This design comes from an exercise in tuning for small area and a short achievable clock period on the open sky130 flow, not from production work. Where RTL was checked, it was by simulation tests only, not by an equivalence proof against the original. No functional check of the RTL was part of run 1.

==> flow/design.v, too long to show whole: its modules and the start of the top module <==
// module ex_top: 2619 lines
// module ex_ao21: 3 lines
// module ex_fa: 4 lines
// module ex_ha: 4 lines
module ex_top (
    input  logic               clk,
    input  logic               reset,
    input  logic               in_valid,
    input  logic [4:0]         operator,
    input  logic [31:0]        operand1,
    input  logic [31:0]        operand2,
    input  logic [4:0]         dest_addr,
    input  logic               dest_write,
    output logic               out_valid,
    output logic [4:0]         write_addr,
    output logic               write_enable,
    output logic [31:0]        write_data
);
  // ...
==> flow/flow/run.sh <==
#!/bin/bash
# Layout flow: the standard flow (standard.sh), with the port buffers
# inserted as sky130_fd_sc_hd__buf_2 cells instead of the default delay-buffer
# cells. Every tool's output goes to flow_run.log; ORFS keeps its per-step logs
# under orfs/logs.
set -euo pipefail
export BUFFER_PORTS_ARGS="-buffer_cell sky130_fd_sc_hd__buf_2"
bash standard.sh finish > flow_run.log 2>&1
==> flow/standard.sh <==
#!/bin/bash
# synth_recipe.tcl (not shown) runs the flow's synth.tcl, then flattens the netlist and writes it again
# the make line also repeats each setting of config.mk as NAME=value (left out here)
make -C /OpenROAD-flow-scripts/flow DESIGN_CONFIG=/design/flow/config.mk WORK_HOME=/design/flow/orfs CLKGATE_MAP_FILE= SYNTH_SCRIPT=/design/flow/synth_recipe.tcl "${@:-finish}"
==> flow/config.mk <==
export PLATFORM = sky130hd
export DESIGN_NAME = ex_top
export DESIGN_NICKNAME = ex_top
export VERILOG_FILES = /design/flow/design.v
export SDC_FILE = /design/flow/constraint.sdc
export NUM_CORES = 4
export LEC_CHECK = 0
export ABC_AREA = 1
export CAP_MARGIN = 20
export CORE_MARGIN = 2
export CORE_UTILIZATION = 40
export SETUP_SLACK_MARGIN = 4.5
export SLEW_MARGIN = 20
export SYNTH_HIERARCHICAL = 1
==> flow/constraint.sdc <==
create_clock -name core_clock -period 14.0 [get_ports {clk}]
set_input_delay 2.8000 -clock core_clock [delete_from_list [all_inputs] [get_ports {clk}]]
set_output_delay 2.8000 -clock core_clock [all_outputs]
set_load 0.01 [all_outputs]
==> flow_metrics.tcl, run 1 <==
set metrics [dict create \
    vias 31830 \
    routedWlPerCell_um 28.31 \
    finalWorstSetupSlack_ps 3845 \
    routed-wl-met2_mm 60.53 \
    grt.met2_usage 0.5031 \
    drc_errors 0 \
    fp.dieH_um 283.8 \
    endpoint "hi[31]" \
    met3_length_mm 20.21 \
    tightest_slew_ps 1035 \
    outcome "complete, no violations" \
    r2r_setup_slack_ps 12570 \
    gr-total-overflow 0 \
    met3_usage 0.1043 \
    coreArea_mm2 0.07747 \
    viasPerCell 6.268 \
    holdCritPathClass "flip-flop to flip-flop" \
    syn_area_per_cell_um2 8.065 \
    yosys.area_share.xor_xnor 0.1803 \
    fill_cells 7203 \
    synth_compound_area_frac 0.1726 \
    layout_worst_path_cycle_share 0.7253 \
    post-synth-top-area-fraction 0.3030 \
    critical_path_required_ps 14320 \
    top_usage_layer "met2" \
    area_delta_synth_final_pct 23.24 \
    routed_wl_mm 143.8 \
    clk_latency_ps 370 \
    n_sequential_cell 103 \
    reg2reg_to "write_data[26]" \
    num_rows 102 \
    holdBufCountCts 0 \
    buf_share 0.1130 \
    rsz0062_at_grt "yes" \
    drtIter0Drc 4774 \
    grt_max_degree 65 \
    multi_input_area_mm2 0.02892 \
]
==> inputs of run 2 (changes only) <==
--- a/flow/design.v
+++ b/flow/design.v
@@ -7,17 +7,17 @@
     input  logic [31:0]        operand2,
     input  logic [4:0]         dest_addr,
     input  logic               dest_write,
     output logic               out_valid,
     output logic [4:0]         write_addr,
     output logic               write_enable,
     output logic [31:0]        write_data
 );
-    localparam bit SHIFT_MULT = 1;
+    localparam bit SHIFT_MULT = 0;
     logic [4:0] op;
     assign op = operator;
     logic op_or, op_and, op_nor, op_xor, op_sll, op_srl, op_sra;
     logic op_add, op_addu, op_sub, op_subu, op_slt, op_sltu, op_clz, op_clo;
     logic op_mul, op_mult, op_multu, op_mfhi, op_mflo, op_mthi, op_mtlo;
     assign op_or    = op == 5'd1;
     assign op_and   = op == 5'd2;
     assign op_nor   = op == 5'd3;
@@ -2561,28 +2561,25 @@
             assign sout = 32'($signed({fill, sin}) >>> shamt);
             logic [31:0] sout_rev;
             for (genvar j = 0; j < 32; j++) begin : g_rev2
                 assign sout_rev[j] = sout[31-j];
             end
             assign sres = ({32{op_sll}} & sout_rev) | ({32{op_srl | op_sra}} & sout);
         end
     endgenerate
-    logic [31:0] hi, lo, hi_d, lo_d, hi_keep, lo_keep;
-    logic        hilo_mul, hilo_mul_n;
-    assign hilo_mul   = ~reset & in_valid & (op_mult | op_multu);
-    assign hilo_mul_n = ~reset & ~(in_valid & (op_mult | op_multu));
-    assign hi_keep = {32{hilo_mul_n}} & ((in_valid & op_mthi) ? operand1 : hi);
-    assign lo_keep = {32{hilo_mul_n}} & ((in_valid & op_mtlo) ? operand1 : lo);
-    generate
-        for (genvar j = 0; j < 32; j++) begin : g_hilo
-            ex_ao21 u_hi (.a(hi_keep[j]), .b(hilo_mul), .c(prod[32+j]), .y(hi_d[j]));
-            ex_ao21 u_lo (.a(lo_keep[j]), .b(hilo_mul), .c(prod[j]),    .y(lo_d[j]));
-        end
-    endgenerate
+    logic [31:0] hi, lo, hi_d, lo_d;
+    logic        hilo_mul, hi_ld, lo_ld, hi_hold, lo_hold;
+    assign hilo_mul = ~reset & in_valid & (op_mult | op_multu);
+    assign hi_ld    = ~reset & in_valid & op_mthi;
+    assign lo_ld    = ~reset & in_valid & op_mtlo;
+    assign hi_hold  = ~reset & ~hilo_mul & ~hi_ld;
+    assign lo_hold  = ~reset & ~hilo_mul & ~lo_ld;
+    assign hi_d = ({32{hilo_mul}} & prod[63:32]) | ({32{hi_ld}} & operand1) | ({32{hi_hold}} & hi);
+    assign lo_d = ({32{hilo_mul}} & prod[31:0])  | ({32{lo_ld}} & operand1) | ({32{lo_hold}} & lo);
     always_ff @(posedge clk) begin
         hi <= hi_d;
         lo <= lo_d;
     end
     logic [31:0] data_other, data_next;
     logic        sel_mul;
     assign sel_mul = op_mul | op_mult | op_multu;
     assign data_other = lres | sres
==> flow/config.mk (replaced) <==
export PLATFORM = sky130hd
export DESIGN_NAME = ex_top
export DESIGN_NICKNAME = ex_top
export VERILOG_FILES = /design/flow/design.v
export SDC_FILE = /design/flow/constraint.sdc
export NUM_CORES = 4
export LEC_CHECK = 0
export ABC_AREA = 1
export CAP_MARGIN = 5
export CORE_MARGIN = 2
export CORE_UTILIZATION = 40
export SETUP_SLACK_MARGIN = 4.5
export SLEW_MARGIN = 5
export SYNTH_HIERARCHICAL = 1
==> run 2 against run 1 <==
Against the previous run: global-route usage increased by 0.41 points; wire length increased by 0.50%; sequential share of layout area increased by 0.63 points; flip-flop and latch count unchanged; first-iteration DRC count increased by 0.31%; critical path depth decreased by 9; die area increased by 2.1%; critical path type unchanged; highest routed layer unchanged.
==> flow_metrics.tcl, run 2 <==
set metrics [dict create \
    cts_tree "done" \
    yosysTopAreaCell "fa_1" \
    grt_pass1_wl_mm 210.9 \
    postRouteAntennaNets 0 \
    fin_crit_ps 9228 \
    routed_wl_mm 144.5 \
    arrival_ps 9560 \
    layout.nets 4643 \
    syn_area_mm2 0.03198 \
    h-tree-depth 3 \
    num_rows 103 \
    drv_slew 0 \
    dp_hpwl_mm 98.42 \
    synth_edf_count 0 \
    critPathMaxStageDelay_ps 530 \
    layout_commonest_cell "xor2_1" \
    firstDrtPassIters 8 \
    clockBufferDepth 2 \
    grt_antenna_before_repair 3 \
    viasPerCell 6.404 \
    yosysMostFrequentCell "xor2_1" \
    fp.dieH_um 286.8 \
    setup_violations 0 \
    grt.total_usage 0.3462 \
    layout-drive-gt1-share 0.09944 \
    die_w_um 286.8 \
    clk_latency_ps 390 \
    tightest_slew_ps 1047 \
    rr_worst_depth 7 \
    vias 31910 \
    syn_nets 4722 \
    critPathSlowestCell "fa_1" \
    holdBufCountCts 0 \
    ys_ff_latch 103 \
    synth_cell_types 62 \
    coreArea_mm2 0.07913 \
    critical_path_required_ps 14330 \
    holdCritPathClass "flip-flop to flip-flop" \
    endpoint_kind "flip-flop" \
    area_delta_synth_final_pct 7.919 \
    port_buffers 116 \
    outcome "complete, no violations" \
    cp_max_fo 32 \
    setup-tns-final_ps 0 \
    stdcell_count 4983 \
    fmax_mhz 108.4 \
    postPlaceCellArea_mm2 0.03343 \
    final_cell_mix "xor2_1 (598), nand2_1 (576), o22ai_1 (521), fa_1 (474), inv_1 (277)" \
    place.gp.congestion 1.023 \
    rsz0062_at_grt "yes" \
    grt_max_degree 73 \
    synth.area.top_cells "fa_1 (30%), xor2_1 (16%), o22ai_1 (10%)" \
    gr-total-overflow 0 \
    drc_errors 0 \
    syn_area_per_cell_um2 7.983 \
    die-area_mm2 0.08223 \
    grt_pass1_vias 31490 \
    routedWlPerCell_um 29.00 \
    yosys-top-cells-count "xor2_1 (599), nand2_1 (581), o22ai_1 (523), fa_1 (474), inv_1 (283)" \
    worst_setup_path_start_kind "primary input" \
    ioPinCount 117 \
    top_regs "hi x32, lo x32, write_data x32" \
    cts_made_buffers 9 \
    layout_worst_path_cycle_share 0.6591 \
    cts-root-buf "clkbuf_16" \
    place_inst 4936 \
    crit_type "primary input to flip-flop" \
    cap_violations 0 \
    yosys_most_used_dff "dfxtp_1" \
    pre_cts_ws_ps 3398 \
    yosys_warnings 7 \
    initial_core_util 0.4041 \
    cts.sinks 103 \
    skew_ps 12.54 \
    finalWorstSetupSlack_ps 4772 \
    stdcell_area_mm2 0.03451 \
    relSlewSlack 0.2979 \
    postSynthCellCount 4006 \
    yosysSeqAreaShare 0.06448 \
    post-synth-top-area-fraction 0.2967 \
    path_clk_slew_ps 90 \
    async_reset_ff_frac 0 \
    min_path_cells 2 \
    hold_viol 0 \
    drtIter0Drc 4789 \
]
[run 2: changes by cell type after synthesis, moves of 25 or more]
| cell | change |
|---|---|
| o21ai_1 | +126 |
| clkbuf_1 | +93 |
| inv_1 | -83 |
| buf_2 | -67 |
| nor2_1 | -63 |
| clkinv_1 | +32 |
| xor2_1 | -32 |
| nand3_1 | +29 |
| nand2_1 | +25 |
[run 2: timing repair]
action                     4_1_cts  5_1_grt
setup buffers                   10       18
gates cloned                     0        2
setup endpoints to repair       44       37
resized for setup               23      120
pin swaps                        1        6
[run 2: per-module statistics from Yosys (local to each module, per instance)]
module | cell area [um2] | copies in the design
ex_ao21 | 11.26 | 32
ex_fa | 20.02 | 469
ex_ha | 12.51 | 73
ex_top | 21320 | 1
[run 2: stage by stage]
stage,util,hold slack [ps]
global placement,0.4224,457.9
finish,0.4362,485.1
detailed placement,0.4224,449.9
floorplan,-,435.8
CTS,0.4285,481.4
global route,0.4361,514.6
[run 2: area by class of cell]
| cell class | instances | area [um2] |
|---|---|---|
| antenna | 1 | 2.502 |
| clock buffer | 10 | 239.0 |
| clock inverter | 6 | 62.56 |
| fill | 8110 | 44620 |
| inverter | 347 | 1344 |
| multi-input combinational | 3211 | 27470 |
| sequential | 103 | 2062 |
| tap | 1050 | 1314 |
| timing repair buffer | 255 | 2021 |
[run 2: final timing paths]
kind / startpoint / endpoint / slack (ps)
worst min register to register: lo[2] / lo[2] / 490
worst min-delay path: lo[2] / lo[2] / 490
worst max-delay path: operand1[21] / hi[31] / 4770
worst max register to register: lo[1] / write_data[1] / 11780
[run 2: routing by layer]
metal  GRT usage  vias to the layer above  part of all wire
li1            -                    13460                 -
met1      0.4816                    15590              0.40
met2      0.4935                     2421              0.40
met3     0.09054                      446              0.14
met4      0.1745                        0             0.060
met5           0                        -                 0
[run 2: kinds of logic (layout without fill, tap and decap cells)]
| group | Yosys count | count (layout) | share of synthesized area |
|---|---|---|---|
| AO/OA/AOI/OAI | 1057 | 1057 | 0.2081 |
| XOR/XNOR | 608 | 608 | 0.1665 |
| adder cells (fa/ha/maj) | 638 | 638 | 0.3609 |
| buffers and inverters | 692 | 618 | 0.08341 |
| flip-flops | 103 | 103 | 0.06448 |
| multiplexers | 3 | 3 | 0.0009390 |
| other | 0 | 1 | 0 |
| AND/OR/NAND/NOR | 905 | 905 | 0.1157 |
[run 2: worst max-delay path, delay by kind of cell]
kind	cells	cell delay, ps
AO/OA/AOI/OAI	9	1500
XOR/XNOR	1	170
adder cells (fa/ha/maj)	6	2670
buffers and inverters	9	1200
AND/OR/NAND/NOR	10	1100
==> inputs of run 3 (changes only) <==
--- a/flow/config.mk
+++ b/flow/config.mk
@@ -6,9 +6,9 @@
 export NUM_CORES = 4
 export LEC_CHECK = 0
 export ABC_AREA = 1
-export CAP_MARGIN = 5
+export CAP_MARGIN = 20
 export CORE_MARGIN = 2
-export CORE_UTILIZATION = 40
+export CORE_UTILIZATION = 60
 export SETUP_SLACK_MARGIN = 4.5
-export SLEW_MARGIN = 5
+export SLEW_MARGIN = 20
 export SYNTH_HIERARCHICAL = 1
==> run 3 against run 2 <==
Against the previous run: clock skew rose by 3.9 ps; critical endpoint is now hi[9]; wire length rose by 2.7%; flip-flop and latch count did not move; critical path depth fell by 9; sequential share of layout area rose by 0.096 points; via count rose by 5.1%; global-route usage rose by 18 points; count of clock-buffer cells in the layout fell by 1.
==> flow_metrics.tcl, run 3 <==
set metrics [dict create \
    outcome "complete, no violations" \
    final_cell_mix "xor2_1 (596), nand2_1 (573), o22ai_1 (519), fa_1 (473), inv_1 (273)" \
    rr_worst_depth 8 \
    stdcell_area_mm2 0.03397 \
    min_path_cells 2 \
    grt_pass1_wl_mm 216.2 \
    path_clk_slew_ps 100 \
    rsz0062_at_grt "yes" \
    cts.sinks 103 \
    syn_area_per_cell_um2 7.983 \
    die_w_um 234.9 \
    hp-start "lo[4]" \
    clk_latency_ps 390 \
    hold_viol 0 \
    ys_ff_latch 103 \
    critical_path_required_ps 14250 \
    async_reset_ff_frac 0 \
    ioPinCount 117 \
    die-area_mm2 0.05516 \
    layout_worst_path_cycle_share 0.6736 \
    top_regs "hi x32, lo x32, write_data x32" \
    endpoint_kind "flip-flop" \
    yosysSeqAreaShare 0.06448 \
    drtIter0Drc 5364 \
    grt_antenna_before_repair 6 \
    seq_area_mm2 0.002062 \
    rr_startpoint "hi[5]" \
    hold-path-endpoint "lo[4]" \
    fmax_mhz 106.0 \
    vias 33550 \
    r2r_setup_slack_ps 12300 \
    postSynthCellCount 4006 \
    grt_max_degree 50 \
    cp_max_fo 24 \
    yosys-top-cells-count "xor2_1 (599), nand2_1 (581), o22ai_1 (523), fa_1 (474), inv_1 (283)" \
    holdBufCountCts 0 \
    routedWlPerCell_um 32.22 \
    crit_type "primary input to flip-flop" \
    grt.total_usage 0.5243 \
    cts_made_buffers 9 \
    h-tree-depth 3 \
    area_delta_synth_final_pct 6.221 \
    yosysTopAreaCell "fa_1" \
    layout-drive-gt1-share 0.1008 \
    fin_crit_ps 9431 \
    cap_violations 0 \
    grt_pass1_vias 34530 \
    holdCritPathClass "flip-flop to flip-flop" \
    drc_errors 0 \
    syn_area_mm2 0.03198 \
    drv_slew 0 \
    gr-total-overflow 0 \
    dp_hpwl_mm 100.2 \
    viasPerCell 7.283 \
    yosysMostFrequentCell "xor2_1" \
    yosys_most_used_dff "dfxtp_1" \
    synth_cell_types 62 \
    critPathMaxStageDelay_ps 580 \
    worst_setup_path_start_kind "primary input" \
    setup_violations 0 \
    crit_top_cell "fa_1" \
    fill_cells 4614 \
    critPathSlowestCell "fa_1" \
    multi_input_area_mm2 0.02755 \
    synth_edf_count 0 \
    synth.area.top_cells "fa_1 (30%), xor2_1 (16%), o22ai_1 (10%)" \
    cts-root-buf "clkbuf_16" \
    firstDrtPassIters 8 \
    cts_tree "done" \
    crit_family "adder cells" \
    yosys_warnings 7 \
    routed_wl_mm 148.4 \
    setup-tns-final_ps 0 \
    port_buffers 116 \
    clockBufferDepth 2 \
    arrival_ps 9680 \
    syn_nets 4722 \
    skew_ps 16.47 \
    place.gp.congestion 1.085 \
    reg2reg_to "write_data[5]" \
    fp.dieH_um 234.9 \
    postPlaceCellArea_mm2 0.03294 \
    cp_num_buf_inv 6 \
    layout.nets 4629 \
    post-synth-top-area-fraction 0.2967 \
    crit_start "operand1[4]" \
    coreArea_mm2 0.05266 \
    postRouteAntennaNets 0 \
    tightest_slew_ps 1092 \
    layout_commonest_cell "xor2_1" \
    relSlewSlack 0.2693 \
    num_rows 84 \
    initial_core_util 0.6073 \
]
[run 3: cell types whose count changed in the layout (fill, tap and decap cells not counted), sizes merged]
cell / delta
buf: -15
clkinv: +7
inv: -5
clkinvlp: -1
[run 3: layer usage]
metal  track usage  vias to the layer above  wire [um]
li1              -                    13410          -
met5             0                        -         28
met2        0.7361                     3377      58760
met3        0.2197                      970      25270
met4        0.3548                        4      13270
met1        0.6544                    15790      51120
[run 3: logic make-up (layout without fill, tap and decap cells)]
family	count (synthesis)	after routing	synth area share
other	0	1	0
and+or+nand+nor	905	905	0.1157
DFF	103	103	0.06448
xor gates and xnor gates	608	608	0.1665
muxes	3	3	0.0009390
adders and majority gates	638	638	0.3609
buffers and inverters	692	604	0.08341
AOI/OAI and AO/OA	1057	1057	0.2081
[run 3: worst max-delay path by stage]
stage                         to  cells after the start
after CTS                  hi[1]                     32
after detailed placement  hi[30]                     29
after floorplan            hi[1]                     34
after global routing      hi[29]                     34
after global placement     hi[1]                     32
final                      hi[9]                     26
[run 3: worst min-delay path: cells and delay by family (launching register included)]
family           cells  cell delay [ps]
AND/OR/NAND/NOR      1               60
flip-flops           1              340
AO/OA/AOI/OAI        1               60
[run 3: per-stage QoR]
stage / setup WS [ps] / instances / utilization / hold slack, ps
2_1_floorplan: 4529 / 4006 / - / 435.8
3_3_place_gp: 3592 / 4570 / 0.6256 / 453.4
3_5_place_dp: 3571 / 4570 / 0.6256 / 455.9
4_1_cts: 4511 / 4590 / 0.6349 / 483.0
5_1_grt: 4485 / 4606 / 0.6451 / 506.3
6_report: 4569 / 4607 / 0.6451 / 487.2
[run 3: per-module statistics from Yosys (local to each module, per instance)]
| module | copies in the design | flip-flops and latches | cell area, um2 |
|---|---|---|---|
| ex_ha | 73 | 0 | 12.51 |
| ex_ao21 | 32 | 0 | 11.26 |
| ex_top | 1 | 103 | 21320 |
| ex_fa | 469 | 0 | 20.02 |
[run 3: what timing repair did]
action | 4_1_cts | 5_1_grt
resized for setup | 34 | 106
pin swaps | 1 | 5
endpoints found under the setup margin | 40 | 33
cloned | 0 | 2
setup buffers | 4 | 14
[run 3: cell type report]
cell class / count / share of cell area
Timing Repair Buffer: 241 / 0.05374
Multi-Input combinational cell: 3211 / 0.8112
Sequential cell: 103 / 0.06070
Inverter: 347 / 0.03960
Clock inverter: 7 / 0.002763
Tap cell: 688 / 0.02534
Clock buffer: 9 / 0.006630
Antenna cell: 1 / 0.00007367
==> inputs of run 4 (changes only) <==
--- a/flow/config.mk
+++ b/flow/config.mk
@@ -8,7 +8,7 @@
 export ABC_AREA = 1
 export CAP_MARGIN = 20
 export CORE_MARGIN = 2
-export CORE_UTILIZATION = 60
+export CORE_UTILIZATION = 40
 export SETUP_SLACK_MARGIN = 4.5
 export SLEW_MARGIN = 20
 export SYNTH_HIERARCHICAL = 1
==> run 4 against run 3 <==
Against the previous run: critical path type unchanged; final area increased by 1.6%; area after synthesis unchanged; worst hold slack got worse by 2.1 ps; count of clock-buffer cells in the layout increased by 1; still clean; critical path depth increased by 9; global-route usage decreased by 18 points; via count decreased by 4.9%; non-clock buffer count increased by 14.
==> flow_metrics.tcl, run 4 <==
set metrics [dict create \
    die-area_mm2 0.08223 \
    cts.sinks 103 \
    yosysTopAreaCell "fa_1" \
    postSynthCellCount 4006 \
    post-synth-top-area-fraction 0.2967 \
    relSlewSlack 0.2979 \
    syn_nets 4722 \
    multi_input_area_mm2 0.02747 \
    coreArea_mm2 0.07913 \
    cts-root-buf "clkbuf_16" \
    place_inst 4936 \
    layout_worst_path_cycle_share 0.6591 \
    rsz0062_at_grt "yes" \
    fin_crit_ps 9228 \
    syn_area_per_cell_um2 7.983 \
    r2r_setup_slack_ps 11780 \
    cts_tree "done" \
    yosys_warnings 7 \
    port_buffers 116 \
    cts_made_buffers 9 \
    arrival_ps 9560 \
    dp_hpwl_mm 98.42 \
    viasPerCell 6.404 \
    routed_wl_mm 144.5 \
    layout_commonest_cell "xor2_1" \
    drv_slew 0 \
    finalWorstSetupSlack_ps 4772 \
    final_cell_mix "xor2_1 (598), nand2_1 (576), o22ai_1 (521), fa_1 (474), inv_1 (277)" \
    drc_errors 0 \
    cp_num_buf_inv 9 \
    yosys_most_used_dff "dfxtp_1" \
    endpoint_kind "flip-flop" \
    grt_pass1_wl_mm 210.9 \
    firstDrtPassIters 8 \
    critPathMaxStageDelay_ps 530 \
    initial_core_util 0.4041 \
    grt_antenna_before_repair 3 \
    cp_max_fo 32 \
    crit_type "primary input to flip-flop" \
    crit_family "adder cells" \
    critical_path_required_ps 14330 \
    ys_ff_latch 103 \
    layout.nets 4643 \
    postRouteAntennaNets 0 \
    rr_startpoint "lo[1]" \
    num_rows 103 \
    place.gp.congestion 1.023 \
    ioPinCount 117 \
    worst_setup_path_start_kind "primary input" \
    pre_cts_ws_ps 3398 \
    vias 31910 \
    skew_ps 12.54 \
    endpoint "hi[31]" \
    seq_area_mm2 0.002062 \
    outcome "complete, no violations" \
    clockBufferDepth 2 \
    grt_pass1_vias 31490 \
    yosysMostFrequentCell "xor2_1" \
    fill_cells 8110 \
    crit_start "operand1[21]" \
    grt.total_usage 0.3462 \
    grt_max_degree 73 \
    drtIter0Drc 4789 \
    h-tree-depth 3 \
    top_regs "hi x32, lo x32, write_data x32" \
    hold_viol 0 \
    setup_violations 0 \
    cp_num_cells 35 \
    yosysSeqAreaShare 0.06448 \
    layout-drive-gt1-share 0.09944 \
    fp.dieH_um 286.8 \
    die_w_um 286.8 \
    rr_worst_depth 7 \
    async_reset_ff_frac 0 \
    path_clk_slew_ps 90 \
    synth_edf_count 0 \
    reg2reg_to "write_data[1]" \
    gr-total-overflow 0 \
    fmax_mhz 108.4 \
    area_delta_synth_final_pct 7.919 \
    stdcell_count 4983 \
    cap_violations 0 \
    yosys-top-cells-count "xor2_1 (599), nand2_1 (581), o22ai_1 (523), fa_1 (474), inv_1 (283)" \
    routedWlPerCell_um 29.00 \
    synth.area.top_cells "fa_1 (30%), xor2_1 (16%), o22ai_1 (10%)" \
    holdCritPathClass "flip-flop to flip-flop" \
    clk_latency_ps 390 \
    synth_cell_types 62 \
    tightest_slew_ps 1047 \
    critPathSlowestCell "fa_1" \
    syn_area_mm2 0.03198 \
    setup-tns-final_ps 0 \
]
-- run 4: cell counts after synthesis --
Identical to the previous run, type by type.
-- run 4: how the worst min path moves through the flow --
stage	cells past startpoint	to	slack [ps]	from
after floorplan	2	hi[11]	440	hi[11]
after global placement	2	hi[3]	460	hi[3]
after detailed placement	2	lo[2]	450	lo[2]
after CTS	2	lo[2]	480	lo[2]
after global routing	2	lo[1]	510	lo[1]
final	2	lo[2]	490	lo[2]
-- run 4: layer usage --
metal	global-route usage	wire (um)
met5	0	0
met4	0.1745	8623
met3	0.09054	20230
met2	0.4935	58240
met1	0.4816	57430
-- run 4: timing repair --
action / CTS / global route
buffers inserted: 10 / 18
cloned: 0 / 2
hold buffers: 0 / 0
gates resized for setup: 23 / 120
setup endpoints to repair: 44 / 37
pin swaps: 1 / 6
-- run 4: cell type report --
cell class	instances	share of cell area
multi-input cells	3211	0.7959
flip-flops and latches	103	0.05975
repair buffers	255	0.05855
inverters	347	0.03894
well taps	1050	0.03807
clock buffers	10	0.006925
clock inverters	6	0.001813
diodes	1	0.00007251
-- run 4: cell families (layout without fill, tap and decap cells) --
logic type | after synthesis | after routing | share of synthesized area
xor+xnor | 608 | 608 | 0.1665
fa+ha+maj | 638 | 638 | 0.3609
simple gates | 905 | 905 | 0.1157
mux | 3 | 3 | 0.0009390
other cells | 0 | 1 | 0
buf+inv | 692 | 618 | 0.08341
compound gates | 1057 | 1057 | 0.2081
flops | 103 | 103 | 0.06448
-- run 4: worst reg2reg max path, stage by stage (launching register included) --
cell       delay (ps)
dfxtp_1           320
a22o_1            190
a2111oi_0         830
o21ai_1           150
a21oi_1           330
o21ai_1           110
inv_1             110
nand2_1            80
-- run 4: metrics by stage --
stage | hold WS [ps] | util | area [um2]
final | 485.1 | 0.4362 | 34510
after global placement | 457.9 | 0.4224 | 33430
after global routing | 514.6 | 0.4361 | 34510
after floorplan | 435.8 | - | 31980
after CTS | 481.4 | 0.4285 | 33910
after detailed placement | 449.9 | 0.4224 | 33430
-- run 4: per-module statistics from Yosys, one instance, submodules excluded --
module	flip-flops and latches	cell area, um2
ex_ao21	0	11.26
ex_fa	0	20.02
ex_ha	0	12.51
ex_top	103	21320
==> inputs of run 5 (changes only) <==
--- a/flow/config.mk
+++ b/flow/config.mk
@@ -9,6 +9,6 @@
 export CAP_MARGIN = 20
 export CORE_MARGIN = 2
 export CORE_UTILIZATION = 40
-export SETUP_SLACK_MARGIN = 4.5
+export SETUP_SLACK_MARGIN = 4.75
 export SLEW_MARGIN = 20
 export SYNTH_HIERARCHICAL = 1
==> run 5 against run 4 <==
Against the previous run: setup slack better by 250 ps; first-iteration DRC count down 4.5%; wire length grew 4.4%; clock skew rose by 5.3 ps; via count up 2.0%; critical endpoint is now hi[30]; highest routed layer unchanged.
==> flow_metrics.tcl, run 5 <==
set metrics [dict create \
    finalWorstSetupSlack_ps 5023 \
    yosysMostFrequentCell "xor2_1" \
    tightest_slew_ps 1155 \
    cts_made_buffers 9 \
    utilization 0.4520 \
    critical_path_required_ps 14270 \
    synth_edf_count 0 \
    cap_violations 0 \
    layout.nets 4680 \
    setup_violations 0 \
    syn_area_mm2 0.03198 \
    worst_setup_path_start_kind "primary input" \
    initial_core_util 0.4041 \
    num_rows 103 \
    firstDrtPassIters 6 \
    relSlewSlack 0.2276 \
    min_path_cells 2 \
    stdcell_count 5022 \
    fp.dieH_um 286.8 \
    synth.area.top_cells "fa_1 (30%), xor2_1 (16%), o22ai_1 (10%)" \
    die_w_um 286.8 \
    place.gp.congestion 1.020 \
    dp_hpwl_mm 99.20 \
    postRouteAntennaNets 0 \
    rsz0062_at_grt "yes" \
    gr-total-overflow 0 \
    final_cell_mix "xor2_1 (594), nand2_1 (570), o22ai_1 (513), fa_1 (463), inv_1 (269)" \
    yosys_warnings 7 \
    outcome "complete, no violations" \
    syn_nets 4722 \
    grt_max_degree 72 \
    port_buffers 116 \
    skew_ps 17.86 \
    path_clk_slew_ps 80 \
    crit_type "primary input to flip-flop" \
    area_delta_synth_final_pct 11.84 \
    arrival_ps 9250 \
    clockBufferDepth 2 \
    h-tree-depth 3 \
    grt.total_usage 0.3472 \
    fmax_mhz 111.4 \
    grt_pass1_wl_mm 211.6 \
    routed_wl_mm 150.8 \
    ioPinCount 117 \
    grt_pass1_vias 31810 \
    setup-tns-final_ps 0 \
    yosysSeqAreaShare 0.06448 \
    yosys-top-cells-count "xor2_1 (599), nand2_1 (581), o22ai_1 (523), fa_1 (474), inv_1 (283)" \
    yosys_most_used_dff "dfxtp_1" \
    fin_crit_ps 8977 \
    post-synth-top-area-fraction 0.2967 \
    yosysTopAreaCell "fa_1" \
    cts_tree "done" \
    drc_errors 0 \
    synth_cell_types 62 \
    critPathSlowestCell "fa_1" \
    cp_max_fo 22 \
    holdCritPathClass "flip-flop to flip-flop" \
    clk_latency_ps 390 \
    top_regs "hi x32, lo x32, write_data x32" \
    drtIter0Drc 4574 \
    hold_viol 0 \
    stdcell_area_mm2 0.03577 \
    syn_area_per_cell_um2 7.983 \
    postPlaceCellArea_mm2 0.03339 \
    grt_antenna_before_repair 2 \
    routedWlPerCell_um 30.04 \
    viasPerCell 6.479 \
    hold_ws_ps 489.5 \
    ys_ff_latch 103 \
    layout_commonest_cell "xor2_1" \
    rr_worst_depth 7 \
    critPathMaxStageDelay_ps 540 \
    drv_slew 0 \
    crit_top_cell "fa_1" \
    place_inst 4931 \
    coreArea_mm2 0.07913 \
    cts-root-buf "clkbuf_16" \
    die-area_mm2 0.08223 \
    layout-drive-gt1-share 0.1247 \
    layout_worst_path_cycle_share 0.6412 \
    async_reset_ff_frac 0 \
    vias 32540 \
    postSynthCellCount 4006 \
    cts.sinks 103 \
    endpoint_kind "flip-flop" \
    pre_cts_ws_ps 3724 \
]
-- run 5: cell counts after synthesis --
No cell type changed its count.
-- run 5: cells by family (layout without fill, tap and decap cells) --
group,after synthesis,count (layout),synth area share
flip-flops,103,103,0.06448
buffers and inverters,692,654,0.08341
XOR/XNOR,608,608,0.1665
AO/OA/AOI/OAI,1057,1057,0.2081
multiplexers,3,3,0.0009390
AND/OR/NAND/NOR,905,906,0.1157
other,0,3,0
adder cells (fa/ha/maj),638,638,0.3609
-- run 5: path summary, 6_finish.rpt --
| path | start | end | slack [ps] |
|---|---|---|---|
| setup reg to reg | lo[1] | write_data[1] | 11830 |
| setup / recovery | operand1[13] | hi[30] | 5020 |
| hold reg to reg | hi[3] | hi[3] | 490 |
| hold / removal | hi[3] | hi[3] | 490 |
-- run 5: worst max-delay path, delay by kind of cell --
kind	cells	cell delay, ps
AO/OA/AOI/OAI	7	1000
adder cells (fa/ha/maj)	7	3130
XOR/XNOR	1	210
buffers and inverters	8	1190
AND/OR/NAND/NOR	7	840
-- run 5: repair_timing --
item                       in CTS  in global routing
gates resized for setup        75                228
hold buffers                    0                  0
pin swaps                       1                 29
setup buffers                   3                 50
gates cloned                    1                 18
setup endpoints to repair      38                 35
-- run 5: modules after synthesis, one instance, submodules excluded --
module | area [um2] | copies in the design
ex_fa | 20.02 | 469
ex_ao21 | 11.26 | 32
ex_ha | 12.51 | 73
ex_top | 21320 | 1
-- run 5: routing by layer --
layer  share of wire  GRT usage  vias to the layer above
met1            0.38     0.4598                    15930
met2            0.42     0.5175                     2551
met4           0.061     0.1723                        0
met5               0          0                        -
met3            0.14    0.09936                      490
li1                -          -                    13570
-- run 5: layout make-up --
class	instances	area [um2]
antenna	3	7.507
clock buffer	9	225.2
clock inverter	7	65.06
fill	7859	43360
inverter	347	1370
multi-input combinational	3212	27820
sequential	103	2062
tap	1050	1314
timing repair buffer	291	2900

[separate check: timing with driven ports]
How much do the figures lean on ideal ports? The routed layouts below were timed once more, with nothing changed but the port constraints.
Step 1 sets driving cells, clkbuf_16 on the clock port and buf_2 on the other inputs (assumed; they add their load-dependent delay and slew).
Step 2 adds t to the input delays and takes it off the output delays; t is the mean of the earliest and latest rising clock arrival at the registers after step 1. Input paths then give back, and output paths get back, about the clock's delay inside the block.
a / b / c = ideal / step 1 / step 2; a / b = the first two.
run	t, ns	setup slack, ns	worst hold slack (ns)	worst setup path at the end	latest minus earliest clock arrival (ns)
run 1	0.416	3.845 / 3.840 / 3.423	0.500 / 0.500 / 0.500	input to register	0.010 / 0.009
run 2	0.436	4.772 / 4.803 / 4.367	0.485 / 0.485 / 0.485	input to register	0.021 / 0.021
run 3	0.438	4.569 / 4.592 / 4.155	0.487 / 0.487 / 0.487	input to register	0.021 / 0.021
run 4	0.436	4.772 / 4.803 / 4.367	0.485 / 0.485 / 0.485	input to register	0.021 / 0.021
run 5	0.443	5.023 / 5.054 / 4.611	0.489 / 0.489 / 0.489	input to register	0.023 / 0.023
After both steps setup and hold are still met in every run listed. For run 1, which loses most, drivers alone change the setup slack by -0.005 ns; drivers and shift together by -0.422 ns.
